This design comes from an exercise in tuning for small area, a short achievable clock period and few clock cycles per item on the open sky130 flow, not from production work. RTL that was checked went through simulation tests only; none was proved equivalent to the original. Function not checked in run 1: the RTL went through the layout flow alone.

==> flow/design.v, too long to show whole: its modules and the start of the top module <==
// module vedic_booth_enc: 138 lines
// module vedic_pp_tree: 4175 lines
// module vedic_sum: 1858 lines
// module vedic_mult_seq: 107 lines
module vedic_mult_seq
#(
  parameter int WIDTH = 64,
  parameter int DIGIT = 16
) (
  input  logic               clk,
  input  logic               rst_n,
  input  logic               in_valid_i,
  output logic               in_ready_o,
  input  logic [WIDTH-1:0]   a_i,
  input  logic [WIDTH-1:0]   b_i,
  input  logic               abort_i,
  output logic               busy_o,
  output logic               out_valid_o,
  input  logic               out_ready_i,
  output logic [2*WIDTH-1:0] p_o
);
  // ...
==> flow/flow/run.sh <==
#!/bin/bash
# The standard layout with these changes:
# - synthesis skips the generic ABC pass inside Yosys's synth (SYNTH_ARGS=-noabc), so that the
#   full adders of the multiplier tree are extracted without inverters between them; registers
#   and everything else in the synthesis stay as standard.sh makes them;
# - every port still gets its own buffer, but a plain buf_4 rather than the delay cell that
#   buffer_ports picks by default;
# - timing repair is asked to leave 7.6 ns of setup slack at the 12 ns clock, so that
#   repair_timing works on the real critical paths.
set -euo pipefail
export SYNTH_ARGS=-noabc
export BUFFER_PORTS_ARGS="-buffer_cell sky130_fd_sc_hd__buf_4"
export SETUP_SLACK_MARGIN=7.6
bash standard.sh > standard_flow.log 2>&1
==> flow/standard.sh <==
#!/bin/bash
# synth_recipe.tcl (not shown) runs the flow's synth.tcl, then flattens the netlist and writes it again
# the make line also repeats each setting of config.mk as NAME=value (left out here)
make -C /OpenROAD-flow-scripts/flow DESIGN_CONFIG=/design/flow/config.mk WORK_HOME=/design/flow/orfs CLKGATE_MAP_FILE= SYNTH_SCRIPT=/design/flow/synth_recipe.tcl "${@:-finish}"
==> flow/config.mk <==
export PLATFORM = sky130hd
export DESIGN_NAME = vedic_mult_seq
export DESIGN_NICKNAME = vedic_mult_seq
export VERILOG_FILES = /design/flow/design.v
export SDC_FILE = /design/flow/constraint.sdc
export NUM_CORES = 4
export LEC_CHECK = 0
export ABC_AREA = 1
export CAP_MARGIN = 20
export CORE_MARGIN = 2
export CORE_UTILIZATION = 35
export PLACE_DENSITY = 0.45
export SLEW_MARGIN = 20
==> flow/constraint.sdc <==
create_clock -name core_clock -period 12.0 [get_ports {clk}]
set_input_delay 2.4000 -clock core_clock [delete_from_list [all_inputs] [get_ports {clk}]]
set_output_delay 2.4000 -clock core_clock [all_outputs]
set_load 0.01 [all_outputs]
==> impl_metrics.ini, run 1 <==
[synth]
synthMostInstantiatedCell = sky130_fd_sc_hd__xor2_1
synth_top_area_share_pct = 34.28
synthesis.yosys.warnings = 1

[setup_path]
crit_fanout = 34
ff2ff_path_depth = 10
path_buf_inv = 4

[cells_and_area]
final_cell_mix = sky130_fd_sc_hd__xor2_1, sky130_fd_sc_hd__o22ai_1, sky130_fd_sc_hd__fa_1
share_of_layout_cells_above_drive_strength_1_pct = 11.65
seqCellArea_sq_mm = 0.02493
top_reg_by_flops = cs_q
seq_area_share_pct = 18.91

[clock_tree]
cts_made_buffers = 135
holdBufCountCts = 0
clock_insertion_delay_worst_skew_ns = 0.87

[global_route]
grt-ovfl-total = 0

[placement]
placed_cells_incl_taps = 14937
detailedPlace.worstSlack_ns = 6.590

[status]
status = timing/DRC/antenna clean

[drt]
detail_route.wl_per_cell_um = 40.11

[timing]
minimum_setup_slack_in_the_final_design_ns = 7.509

[job]
max-cap-violations = 0
==> module vedic_mult_seq, before the edit <==
module vedic_mult_seq
#(
  parameter int WIDTH = 64,
  parameter int DIGIT = 16
) (
  input  logic               clk,
  input  logic               rst_n,
  input  logic               in_valid_i,
  output logic               in_ready_o,
  input  logic [WIDTH-1:0]   a_i,
  input  logic [WIDTH-1:0]   b_i,
  input  logic               abort_i,
  output logic               busy_o,
  output logic               out_valid_o,
  input  logic               out_ready_i,
  output logic [2*WIDTH-1:0] p_o
);
  localparam int PW = 2 * WIDTH;
  localparam int NC = vedic_pkg::CS_BITS;
  localparam int NR = vedic_pkg::NROW;
  logic adv_q, v0_q, v1_q, e0_q, e1_q, e2_q, busy_q;
  logic adv_d, v0_d, v1_d, e0_d, e1_d, e2_d;
  logic [WIDTH-1:0] a_q;
  logic [NR-1:0]    one_q, two_q, neg_q;
  logic             top_q;
  logic [NC-1:0]    cs_q;
  logic [PW-1:0]    q0_q, q1_q, q2_q;
  logic [NC-1:0]    w_cs;
  logic [PW-1:0]    w_prod;
  logic [NR-1:0]    w_one, w_two, w_neg;
  vedic_booth_enc u_enc (
    .b_i   (b_i),
    .one_o (w_one),
    .two_o (w_two),
    .neg_o (w_neg)
  );
  vedic_pp_tree u_tree (
    .a_i  (a_q),
    .one  (one_q),
    .two  (two_q),
    .neg  (neg_q),
    .top_i(top_q),
    .cs_o (w_cs)
  );
  vedic_sum u_sum (
    .cs_i (cs_q),
    .p_o  (w_prod)
  );
  logic       w_accept, w_pop, w_push;
  logic [1:0] w_cnt;
  assign w_accept = in_valid_i & adv_q;
  assign w_pop    = e0_q & out_ready_i;
  assign w_push   = v1_q;
  always_comb begin
    w_cnt = 2'(e0_q) + 2'(e1_q) + 2'(e2_q) - 2'(w_pop) + 2'(w_push);
    if (abort_i) begin
      v0_d = w_accept;
      v1_d = 1'b0;
      e0_d = 1'b0;
      e1_d = 1'b0;
      e2_d = 1'b0;
    end else begin
      v0_d = adv_q ? in_valid_i : v0_q;
      v1_d = adv_q & v0_q;
      e0_d = (w_cnt != 2'd0);
      e1_d = w_cnt[1];
      e2_d = (w_cnt == 2'd3);
    end
    adv_d = (3'(e0_d) + 3'(e1_d) + 3'(e2_d) + 3'(v1_d) + 3'(v0_d)) <= 3'd3;
  end
  always_ff @(posedge clk or negedge rst_n) begin
    if (!rst_n) begin
      adv_q  <= 1'b1;
      v0_q   <= 1'b0;
      v1_q   <= 1'b0;
      e0_q   <= 1'b0;
      e1_q   <= 1'b0;
      e2_q   <= 1'b0;
      busy_q <= 1'b0;
    end else begin
      adv_q  <= adv_d;
      v0_q   <= v0_d;
      v1_q   <= v1_d;
      e0_q   <= e0_d;
      e1_q   <= e1_d;
      e2_q   <= e2_d;
      busy_q <= v0_d | v1_d | e0_d;
    end
  end
  always_ff @(posedge clk) begin
    if (adv_q) begin
      a_q   <= a_i;
      one_q <= w_one;
      two_q <= w_two;
      neg_q <= w_neg;
      top_q <= b_i[WIDTH-1];
    end
    cs_q <= w_cs;
    if (w_pop | ~e0_q) q0_q <= e1_q ? q1_q : w_prod;
    if (w_pop | ~e1_q) q1_q <= e2_q ? q2_q : w_prod;
    if (w_pop | ~e2_q) q2_q <= w_prod;
  end
  assign in_ready_o  = adv_q;
  assign busy_o      = busy_q;   
  assign out_valid_o = e0_q;
  assign p_o         = q0_q;
endmodule
==> run 2: changes to the inputs <==
--- a/flow/design.v
+++ b/flow/design.v
@@ -6201,2 +6201,3 @@
   logic adv_q, v0_q, v1_q, e0_q, e1_q, e2_q, busy_q;
+  logic advn_q, e0n_q;
   logic adv_d, v0_d, v1_d, e0_d, e1_d, e2_d;
@@ -6253,2 +6254,4 @@
       adv_q  <= 1'b1;
+      advn_q <= 1'b0;
+      e0n_q  <= 1'b1;
       v0_q   <= 1'b0;
@@ -6261,2 +6264,4 @@
       adv_q  <= adv_d;
+      advn_q <= ~adv_d;
+      e0n_q  <= ~e0_d;
       v0_q   <= v0_d;
@@ -6270,3 +6275,3 @@
   always_ff @(posedge clk) begin
-    if (adv_q) begin
+    if (!advn_q) begin
       a_q   <= a_i;
@@ -6278,5 +6283,5 @@
     cs_q <= w_cs;
-    if (w_pop | ~e0_q) q0_q <= e1_q ? q1_q : w_prod;
-    if (w_pop | ~e1_q) q1_q <= e2_q ? q2_q : w_prod;
-    if (w_pop | ~e2_q) q2_q <= w_prod;
+    if (out_ready_i | e0n_q) q0_q <= e1_q ? q1_q : w_prod;
+    if (out_ready_i | ~e1_q) q1_q <= e2_q ? q2_q : w_prod;
+    if (out_ready_i | ~e2_q) q2_q <= w_prod;
   end
--- a/flow/config.mk
+++ b/flow/config.mk
@@ -8,6 +8,7 @@
 export ABC_AREA = 1
-export CAP_MARGIN = 20
+export CAP_MARGIN = 30
 export CORE_MARGIN = 2
 export CORE_UTILIZATION = 35
+export CTS_BUF_LIST = sky130_fd_sc_hd__clkbuf_8
 export PLACE_DENSITY = 0.45
-export SLEW_MARGIN = 20
+export SLEW_MARGIN = 30
==> run 2 against run 1 <==
Compared with the run above:
- sequential cell count up 2
- clock-buffer cell count up 37
- utilization up 0.67 points
- worst setup slack worse by 0.060 ns
- wire length up 3.2%
- first-iteration DRC count up 11%
- area after synthesis about the same
- die area about the same
- via count up 2.6%
- critical path type unchanged
- largest cell class unchanged
- highest routed layer unchanged
==> impl_metrics.ini, run 2 <==
[timing]
worst_slew_margin_rel_pct = 19.47
worst_hold_slack_ns = 0.4417
fin_worst_skew_ns = 0.1175
tns_setup_ns = 0
final.min_clock_period_ns = 4.551
final-max-slew-violation-count = 0
final.period_utilization_pct = 37.93
max_freq_mhz = 219.7
worst_pin_slew_ns = 1.204
final-setup-viol-count = 0
grt_setup_unrepaired = true
finalHoldViolCount = 0

[setup_path]
worst-endpoint-arrival_ns = 5.40
critPathKind = reg2reg
ff2ff_path_depth = 20
cp.required_ns = 12.85
worstSetupEndpointType = register
crit_path_start_kind = register
crit_fanout = 9

[die]
fp.dieArea_sq_mm = 0.3316
die_w_um = 575.8
io_pins = 264
die_height_um = 575.8
row_count = 209
start_util_pct = 35.24
core_area_sq_mm = 0.3248

[clock_tree]
cts_made_buffers = 194
buffer_type_at_the_clock_tree_root = sky130_fd_sc_hd__clkbuf_8
clock_sink_count = 973
clock_insertion_delay_worst_skew_ns = 1.10
cts.clk_slew.worst_paths_ns = 0.07
holdBufCountCts = 0
deepest_clock_path_buffer_count = 4
h-tree-depth = 4
cts_tree = built

[drt]
drt_pass1_iterations = 19
routed-via-count = 103757
detail_route.wirelength_mm = 637.1
drt_iter0_markers = 17215
detail_route.wl_per_cell_um = 40.91
vias_per_cell = 6.663
drc = 0
route.antenna.remaining_nets = 0

[cells_and_area]
multi_input_gate_area_in_the_final_layout_sq_mm = 0.08561
area_delta_synth_final_pct = 17.11
n_fill_cell = 31207
top_reg_by_flops = cs_q
final_cell_mix = sky130_fd_sc_hd__xor2_1, sky130_fd_sc_hd__o22ai_1, sky130_fd_sc_hd__fa_1
finish.utilization_pct = 41.27
final_common_cell = sky130_fd_sc_hd__xor2_1
seqCellArea_sq_mm = 0.02498
finish.net_count = 13405
largest_reg_flops = 420
finish.instance_area_sq_mm = 0.1340
final_cells = 15573
share_of_layout_cells_above_drive_strength_1_pct = 15.06

[synth]
synth_ff_type = sky130_fd_sc_hd__edfxtp_1
synthMostInstantiatedCell = sky130_fd_sc_hd__xor2_1
synth-async-reset-ratio_pct = 0.9250
synth_edf_count = 544
synth_top_cells_by_area = sky130_fd_sc_hd__fa_1, sky130_fd_sc_hd__xor2_1, sky130_fd_sc_hd__edfxtp_1
syn_inst = 11167
synth_seq_cells = 973
ys_top_cells_by_count = sky130_fd_sc_hd__xor2_1, sky130_fd_sc_hd__o22ai_1, sky130_fd_sc_hd__fa_1
syn-cell-area_sq_mm = 0.1144
synth-seq-area-share_pct = 21.82
netlist_cell_types = 43
synthesis.yosys.warnings = 1
synth_area_leader_cell = sky130_fd_sc_hd__fa_1
synth_top_area_share_pct = 34.27
post_synth.cell_area_avg_sq_um = 10.25
synth_fp_nets = 13527

[placement]
post_dp_cell_area_sq_mm = 0.1203
detailedPlacementHpwl_mm = 367.3
placed_cells_incl_taps = 14971
place.gp.congestion = 0.9844
port-buffer-count = 263

[min_path]
min_path_cells = 2
worstHoldPathType = reg2reg

[global_route]
grt-ovfl-total = 0
first_pass_grt_wire_length_mm = 818.3
grt_use_total_pct = 34.99
vias_in_the_first_global_route = 102103
grt_antenna_before_repair = 59
grt_max_degree = 77

[status]
status = timing/DRC/antenna clean

[job]
max-cap-violations = 0
==> run 2: cell types whose count changed after synthesis, moves of 2 or more <==
cell	delta
sky130_fd_sc_hd__nor2_2	+3
sky130_fd_sc_hd__nor2_1	-7
sky130_fd_sc_hd__nand2_1	+9
sky130_fd_sc_hd__nand3_1	+5
sky130_fd_sc_hd__buf_1	-12
sky130_fd_sc_hd__o21ai_0	-2
sky130_fd_sc_hd__buf_6	+5
sky130_fd_sc_hd__buf_4	-4
sky130_fd_sc_hd__clkbuf_1	+13
sky130_fd_sc_hd__nand2_2	-3
sky130_fd_sc_hd__a21oi_1	-5
==> run 2: final cells by class <==
class | count | share of cell area, %
sequential | 973 | 18.64
timing repair buffer | 749 | 7.996
clock buffer | 223 | 2.290
clock inverter | 127 | 0.7552
multi-input combinational | 8514 | 63.87
inverter | 607 | 2.288
tap | 4325 | 4.037
timing repair inverter | 6 | 0.03641
antenna | 49 | 0.09148
==> run 2: worst paths after layout <==
path | startpoint | slack, ns | to
worst min-delay path | q1_q[69] | 0.44 | q0_q[69]
worst max register to register | cs_q[149] | 7.45 | q2_q[91]
max in group asynchronous | rst_n | 10.57 | e0n_q
worst max-delay path | cs_q[149] | 7.45 | q2_q[91]
worst min register to register | q1_q[69] | 0.44 | q0_q[69]
min in group asynchronous | rst_n | 1.21 | advn_q
==> run 2: timing repair <==
item | in CTS | in global routing
setup endpoints to repair | 576 | 349
setup buffers | 47 | 64
resized for setup | 899 | 673
cloned | 26 | 66
pin swaps | 68 | 81
==> run 2: logic make-up after synthesis <==
| group | synth area share (%) |
|---|---|
| compound gates | 12.00 |
| xor+xnor | 16.25 |
| fa+ha+maj | 37.20 |
| buf+inv | 5.582 |
| flops | 21.82 |
| mux | 0.3050 |
| simple gates | 6.847 |
==> run 2: through the flow <==
step	worst slack (ns)
floorplan	7.052
global placement	5.996
detailed placement	6.081
CTS	7.446
global route	7.397
finish	7.449
==> run 2: critical path, stage by stage (launching register included) <==
cell                      delay (ns)
sky130_fd_sc_hd__dfxtp_1        0.34
sky130_fd_sc_hd__fa_1           0.65
sky130_fd_sc_hd__fa_1           0.46
sky130_fd_sc_hd__ha_1           0.34
sky130_fd_sc_hd__ha_4           0.30
sky130_fd_sc_hd__nand2_1        0.12
sky130_fd_sc_hd__nor2_4         0.20
sky130_fd_sc_hd__nand2_8        0.13
sky130_fd_sc_hd__nor3_4         0.24
sky130_fd_sc_hd__buf_12         0.15
sky130_fd_sc_hd__and3_4         0.26
sky130_fd_sc_hd__nand2_4        0.09
sky130_fd_sc_hd__nand2_8        0.16
sky130_fd_sc_hd__buf_6          0.12
sky130_fd_sc_hd__buf_12         0.11
sky130_fd_sc_hd__buf_8          0.10
sky130_fd_sc_hd__buf_16         0.16
sky130_fd_sc_hd__nand2_4        0.06
sky130_fd_sc_hd__nand2_2        0.06
sky130_fd_sc_hd__nand2_2        0.07
sky130_fd_sc_hd__and2_1         0.20
==> run 2: metal layers <==
layer | wire, um | track usage, % | up-vias
met2 | 246200 | 48.55 | 10467
met5 | 1701 | 0.4735 | -
met1 | 237300 | 45.37 | 52531
li1 | - | - | 37519
met3 | 104500 | 16.35 | 3157
met4 | 47500 | 17.25 | 83
Testbench counts of run 2, summed over its fixed seeds: cycles 1,624, items 1,600.
==> run 3: changes to the inputs <==
--- a/flow/config.mk
+++ b/flow/config.mk
@@ -11,3 +11,2 @@
 export CORE_UTILIZATION = 35
-export CTS_BUF_LIST = sky130_fd_sc_hd__clkbuf_8
 export PLACE_DENSITY = 0.45
==> run 3 against run 2 <==
Compared with the run above:
- still clean
- utilization down 0.26 points
- die area unchanged
- final cell count down 1.2%
- clock skew down 0.064 ns
- worst setup slack better by 0.020 ns
- hold slack better by 0.064 ns
- maximum frequency up 0.45%
- sequential cell count unchanged
- register-to-register slack better by 0.02 ns
- critical path depth down 10
==> impl_metrics.ini, run 3 <==
[status]
status = timing/DRC/antenna clean

[cells_and_area]
largest_reg_flops = 420
final_cell_mix = sky130_fd_sc_hd__xor2_1, sky130_fd_sc_hd__o22ai_1, sky130_fd_sc_hd__fa_1
finish.instance_area_sq_mm = 0.1332
share_of_layout_cells_above_drive_strength_1_pct = 14.10
final_cells = 15386
finish.net_count = 13292
top_reg_by_flops = cs_q
area_delta_synth_final_pct = 16.39
final_common_cell = sky130_fd_sc_hd__xor2_1

[synth]
synth_top_area_share_pct = 34.27
post_synth.cell_area_avg_sq_um = 10.25
synth_edf_count = 544
synth-async-reset-ratio_pct = 0.9250
synth_top_family_by_area = adder cells
syn-cell-area_sq_mm = 0.1144
syn_inst = 11167
netlist_cell_types = 43
synth_area_leader_cell = sky130_fd_sc_hd__fa_1
post_synth_and_or_nand_nor_area_fraction_pct = 6.847
ys_top_cells_by_count = sky130_fd_sc_hd__xor2_1, sky130_fd_sc_hd__o22ai_1, sky130_fd_sc_hd__fa_1
yosys.area_share.adder_pct = 37.20
synthMostInstantiatedCell = sky130_fd_sc_hd__xor2_1
synth_ff_type = sky130_fd_sc_hd__edfxtp_1
synth-seq-area-share_pct = 21.82
synth.mux.area_fraction_pct = 0.3050
synthesis.yosys.warnings = 1
synth_top_cells_by_area = sky130_fd_sc_hd__fa_1, sky130_fd_sc_hd__xor2_1, sky130_fd_sc_hd__edfxtp_1
synth_fp_nets = 13527
synth_compound_area_share_pct = 12.00
synth_seq_cells = 973
synth-xor-area-share_pct = 16.25

[timing]
fin_worst_skew_ns = 0.05336
final-setup-viol-count = 0
worst_slew_margin_rel_pct = 22.05
grt_setup_unrepaired = true
max_freq_mhz = 220.7
final-max-slew-violation-count = 0
worst_pin_slew_ns = 1.168
tns_setup_ns = 0
final.min_clock_period_ns = 4.531
minimum_setup_slack_in_the_final_design_ns = 7.469
final.period_utilization_pct = 37.76
finalHoldViolCount = 0

[drt]
detail_route.wl_per_cell_um = 40.13
vias_per_cell = 6.581
drt_iter0_markers = 15973
drt_pass1_iterations = 10
drc = 0
route.antenna.remaining_nets = 0
routed-via-count = 101252
detail_route.wirelength_mm = 617.4

[global_route]
grt-ovfl-total = 0
grt_max_degree = 77
grt_use_total_pct = 34.55
first_pass_grt_wire_length_mm = 809.2
vias_in_the_first_global_route = 101413
grt_antenna_before_repair = 46

[die]
row_count = 209
fp.dieArea_sq_mm = 0.3316
core_area_sq_mm = 0.3248
die_height_um = 575.8
start_util_pct = 35.24
die_w_um = 575.8
io_pins = 264

[clock_tree]
clock_sink_count = 973
cts_made_buffers = 134
cts.clk_slew.worst_paths_ns = 0.06
h-tree-depth = 4
deepest_clock_path_buffer_count = 4
buffer_type_at_the_clock_tree_root = sky130_fd_sc_hd__clkbuf_16
cts_tree = built
clock_insertion_delay_worst_skew_ns = 0.88

[placement]
detailedPlace.worstSlack_ns = 6.081
post_dp_cell_area_sq_mm = 0.1203
detailedPlacementHpwl_mm = 367.3
place.gp.congestion = 0.9844
port-buffer-count = 263
placed_cells_incl_taps = 14971

[setup_path]
crit_fanout = 16
crit_path_start_kind = register
startpoint = neg_q[5]
worstSetupEndpointType = register
cp.required_ns = 12.74
critical_path.reg2reg.startpoint = neg_q[5]
worst-endpoint-arrival_ns = 5.28
critPathKind = reg2reg

[min_path]
worst_hold_startpoint = q1_q[77]
worstHoldPathType = reg2reg

[job]
max-cap-violations = 0
[run 3: cell counts after synthesis]
Identical to the previous run, type by type.
[run 3: path summary, 6_finish.rpt]
kind                                   to  slack [ns]  depth (start not counted)
worst max-delay path            cs_q[250]        7.47                         10
worst min-delay path             q0_q[77]        0.51                          2
worst max register to register  cs_q[250]        7.47                         10
worst min register to register   q0_q[77]        0.51                          2
max in group asynchronous           adv_q       10.41                          1
min in group asynchronous          advn_q        1.37                          1
[run 3: layout make-up]
class	instances	area (sq um)
fill	31168	191600
antenna	26	65.06
clock buffer	186	3880
tap	4325	5411
clock inverter	53	629.4
sequential	973	24980
inverter	607	2928
multi-input combinational	8513	85620
timing repair buffer	703	9697
[run 3: repair_timing]
item / CTS / global route
setup endpoints to repair: 580 / 358
buffers inserted: 41 / 48
hold buffers: 0 / 0
pin swaps: 75 / 87
endpoints found under the hold margin: 0 / 0
gates cloned: 15 / 46
gates resized for setup: 870 / 615
[run 3: kinds of logic (layout without fill, tap and decap cells)]
family	count (synthesis)	after routing
buffers and inverters	1684	1549
flip-flops	973	973
adder cells (fa/ha/maj)	2227	2227
XOR/XNOR	2124	2124
AND/OR/NAND/NOR	1909	1912
other	0	26
multiplexers	31	31
AO/OA/AOI/OAI	2219	2219
[run 3: metal layers]
metal  global-route usage, %  vias to the layer above  wire (um)  part of all wire, %
li1                        -                    37216          -                    -
met1                   45.05                    51435     232700                   38
met2                   47.77                     9691     239500                   39
met3                   15.96                     2844      99250                   16
met4                   17.14                       66      45100                  7.3
met5                  0.4448                        -        884                 0.14
[run 3: worst max-delay path, cell delays in order (launching register included)]
cell and delay [ns]:
sky130_fd_sc_hd__edfxtp_1 0.34, sky130_fd_sc_hd__buf_4 0.46, sky130_fd_sc_hd__inv_1 0.29, sky130_fd_sc_hd__xor2_2 0.57, sky130_fd_sc_hd__inv_1 0.24, sky130_fd_sc_hd__ha_1 0.34
sky130_fd_sc_hd__inv_1 0.09, sky130_fd_sc_hd__fa_1 0.57, sky130_fd_sc_hd__fa_1 0.48, sky130_fd_sc_hd__fa_1 0.54, sky130_fd_sc_hd__fa_1 0.48
[run 3: stage by stage]
step,hold WS (ns),utilization [%]
after CTS,0.5105,39.73
after global placement,0.4985,37.01
after global routing,0.5291,41.00
final,0.5059,41.01
after floorplan,0.3746,-
after detailed placement,0.5029,37.04
==> run 4: changes to the inputs <==
--- a/flow/config.mk
+++ b/flow/config.mk
@@ -10,4 +10,4 @@
 export CORE_MARGIN = 2
-export CORE_UTILIZATION = 35
-export PLACE_DENSITY = 0.45
+export CORE_UTILIZATION = 40
+export PLACE_DENSITY = 0.55
 export SLEW_MARGIN = 30
==> run 4 against run 3 <==
Compared with the run above:
- hold slack got worse by 0.0039 ns
- clock skew increased by 0.029 ns
- still clean on timing, DRC and antenna
- maximum frequency increased by 0.81%
- critical path depth increased by 1
- utilization increased by 4.4 points
- wire length decreased by 10%
- final cell count decreased by 4.4%
- register-to-register slack improved by 0.04 ns
- critical path type unchanged
==> impl_metrics.ini, run 4 <==
[status]
status = timing/DRC/antenna clean

[synth]
synth_top_family_by_area = adder cells
synth_ff_type = sky130_fd_sc_hd__edfxtp_1
synth-xor-area-share_pct = 16.25
synth_compound_area_share_pct = 12.00
synth-async-reset-ratio_pct = 0.9250
syn_inst = 11167
synth_edf_count = 544
synth.mux.area_fraction_pct = 0.3050
synth_top_area_share_pct = 34.27
yosys.area_share.adder_pct = 37.20
synthMostInstantiatedCell = sky130_fd_sc_hd__xor2_1
syn-cell-area_sq_mm = 0.1144
synthesis.yosys.warnings = 1
synth_fp_nets = 13527
post_synth.cell_area_avg_sq_um = 10.25
synth_seq_cells = 973
synth_area_leader_cell = sky130_fd_sc_hd__fa_1
netlist_cell_types = 43
synth-seq-area-share_pct = 21.82
synth_top_cells_by_area = sky130_fd_sc_hd__fa_1, sky130_fd_sc_hd__xor2_1, sky130_fd_sc_hd__edfxtp_1
post_synth_and_or_nand_nor_area_fraction_pct = 6.847
ys_top_cells_by_count = sky130_fd_sc_hd__xor2_1, sky130_fd_sc_hd__o22ai_1, sky130_fd_sc_hd__fa_1

[setup_path]
cp.required_ns = 12.67
cpMaxStageDelayCell = sky130_fd_sc_hd__buf_4
critPathMostFrequentCell = sky130_fd_sc_hd__fa_1
worst-endpoint-arrival_ns = 5.16
critPathKind = reg2reg
crit_path_start_kind = register
crit_fanout = 21
worstSetupEndpointType = register
timing.critical_path.slowest_cell_delay_ns = 0.62
crit_path_cell_trace = buf_4 -> buf_4 -> nand2_1 -> xor2_1 -> inv_1 -> ha_1 -> inv_1 -> fa_1 -> fa_1 -> fa_1 -> fa_1

[die]
io_pins = 264
row_count = 196
start_util_pct = 40.16
die_w_um = 538.9
core_area_sq_mm = 0.2850
fp.dieArea_sq_mm = 0.2904
die_height_um = 538.9

[timing]
final.period_utilization_pct = 37.46
final-max-slew-violation-count = 0
grt_setup_unrepaired = true
final.min_clock_period_ns = 4.495
finalHoldViolCount = 0
minimum_setup_slack_in_the_final_design_ns = 7.505
worst_slew_margin_rel_pct = 23.37
max_freq_mhz = 222.5
final-setup-viol-count = 0
tns_setup_ns = 0
worst_pin_slew_ns = 1.146
fin_worst_skew_ns = 0.08227

[clock_tree]
cts.clk_slew.worst_paths_ns = 0.06
clock_insertion_delay_worst_skew_ns = 0.86
deepest_clock_path_buffer_count = 3
cts_tree = built
buffer_type_at_the_clock_tree_root = sky130_fd_sc_hd__clkbuf_16
clock_sink_count = 973
h-tree-depth = 3
cts_made_buffers = 118
holdBufCountCts = 0

[global_route]
grt-ovfl-total = 0
grt_use_total_pct = 36.26
vias_in_the_first_global_route = 100631
first_pass_grt_wire_length_mm = 757.0
grt_max_degree = 75
grt_antenna_before_repair = 34

[cells_and_area]
finish.instance_area_sq_mm = 0.1295
top_reg_by_flops = cs_q
finish.net_count = 13189
final_common_cell = sky130_fd_sc_hd__xor2_1
area_delta_synth_final_pct = 13.18
final_cell_mix = sky130_fd_sc_hd__xor2_1, sky130_fd_sc_hd__o22ai_1, sky130_fd_sc_hd__fa_1
share_of_layout_cells_above_drive_strength_1_pct = 11.76
largest_reg_flops = 420
finish.utilization_pct = 45.46

[min_path]
worstHoldPathType = reg2reg

[placement]
post_dp_cell_area_sq_mm = 0.1193
place.gp.congestion = 1.001
port-buffer-count = 263
detailedPlacementHpwl_mm = 345.0
detailedPlace.worstSlack_ns = 6.288

[drt]
route.antenna.remaining_nets = 0
drc = 0
drt_iter0_markers = 16607
detail_route.wirelength_mm = 554.2
drt_pass1_iterations = 11
routed-via-count = 100084
vias_per_cell = 6.804
detail_route.wl_per_cell_um = 37.68

[job]
max-cap-violations = 0
[run 4: cell types whose count changed in the layout (fill, tap and decap cells not counted), sizes merged, moves of 5 or more]
cell / before / now
clkinv: 39 / 58
diode: 26 / 14
clkinvlp: 9 / 4
clkbuf: 240 / 182
buf: 644 / 583
inv: 585 / 591
[run 4: through the flow]
step           hold slack, ns  cells
6_report               0.5020  14709
5_1_grt                0.5290  14696
4_1_cts                0.5079  14625
3_5_place_dp           0.5012  14375
3_3_place_gp           0.4984  14374
2_1_floorplan          0.3746  11167
[run 4: metal layers]
layer	GRT usage, %	routed length, um
met1	45.76	200800
met2	49.52	216400
met3	19.17	94980
met4	18.96	40170
met5	1.808	1904
[run 4: path summary, 6_finish.rpt]
check | slack, ns | start | end | cells past startpoint
max | 7.51 | a_q[63] | cs_q[333] | 11
min reg2reg | 0.50 | q1_q[101] | q0_q[101] | 2
max in group asynchronous | 10.39 | rst_n | e0n_q | 1
min in group asynchronous | 1.39 | rst_n | e1_q | 1
min | 0.50 | q1_q[101] | q0_q[101] | 2
max reg2reg | 7.51 | a_q[63] | cs_q[333] | 11
[run 4: what timing repair did]
action | 4_1_cts | 5_1_grt
endpoints found under the setup margin | 546 | 350
resized for setup | 633 | 587
gates cloned | 8 | 23
buffers inserted | 18 | 44
pin swaps | 17 | 43
[run 4: area by class of cell]
cell class                      instances  area, sq um
Antenna cell                           14        35.03
Clock buffer                          150         3336
Clock inverter                         74        754.5
Fill cell                           26419       155400
Inverter                              607         3062
Multi-Input combinational cell       8510        84650
Sequential cell                       973        24980
Tap cell                             3762         4707
Timing Repair Buffer                  617         7985
Timing Repair inverter                  2        17.52
[run 4: logic make-up (layout without fill, tap and decap cells)]
logic type | after synthesis | in the layout
AO/OA/AOI/OAI | 2219 | 2219
XOR/XNOR | 2124 | 2124
adder cells (fa/ha/maj) | 2227 | 2227
buffers and inverters | 1684 | 1450
flip-flops | 973 | 973
multiplexers | 31 | 31
other | 0 | 14
AND/OR/NAND/NOR | 1909 | 1909
[run 4: critical path, delay by kind of cell (launching register included)]
| family | cells | cell delay (ns) |
|---|---|---|
| XOR/XNOR | 1 | 0.48 |
| adder cells (fa/ha/maj) | 5 | 2.21 |
| buffers and inverters | 4 | 1.15 |
| flip-flops | 1 | 0.32 |
| AND/OR/NAND/NOR | 1 | 0.14 |

==> what the ideal ports hide <==
Ports are ideal in the flow. The routed layouts listed here were re-timed in OpenROAD.
Step 1 (the two cells are an assumption about what drives the block):
set clk [get_ports {clk}]
set_driving_cell -lib_cell sky130_fd_sc_hd__clkbuf_16 $clk
set_driving_cell -lib_cell sky130_fd_sc_hd__buf_2 [delete_from_list [all_inputs] $clk]
Step 2 adds t to the input delays and takes it off the output delays; t is the mean of the earliest and latest rising clock arrival at the registers after step 1. Input paths then give back, and output paths get back, about the clock's delay inside the block.
Slacks: ideal ports / drivers / drivers and shift; pairs: ideal ports / drivers.
| run | shift t [ns] | setup WS [ns] | slew at the worst register clock pin (ns) | worst data-port slew with drivers (ns) |
|---|---|---|---|---|
| run 1 | 0.956 | 7.509 / 7.509 / 6.906 | 0.07 / 0.07 | 0.12 |
| run 2 | 1.157 | 7.449 / 7.449 / 6.858 | 0.07 / 0.07 | 0.12 |
| run 3 | 0.953 | 7.469 / 7.469 / 6.881 | 0.09 / 0.09 | 0.12 |
| run 4 | 0.920 | 7.505 / 7.505 / 6.862 | 0.07 / 0.07 | 0.11 |
After both steps setup and hold are still met in every run listed. The setup slack of run 4, which loses most, moves by 0.000 ns with the drivers and by -0.643 ns with both steps.
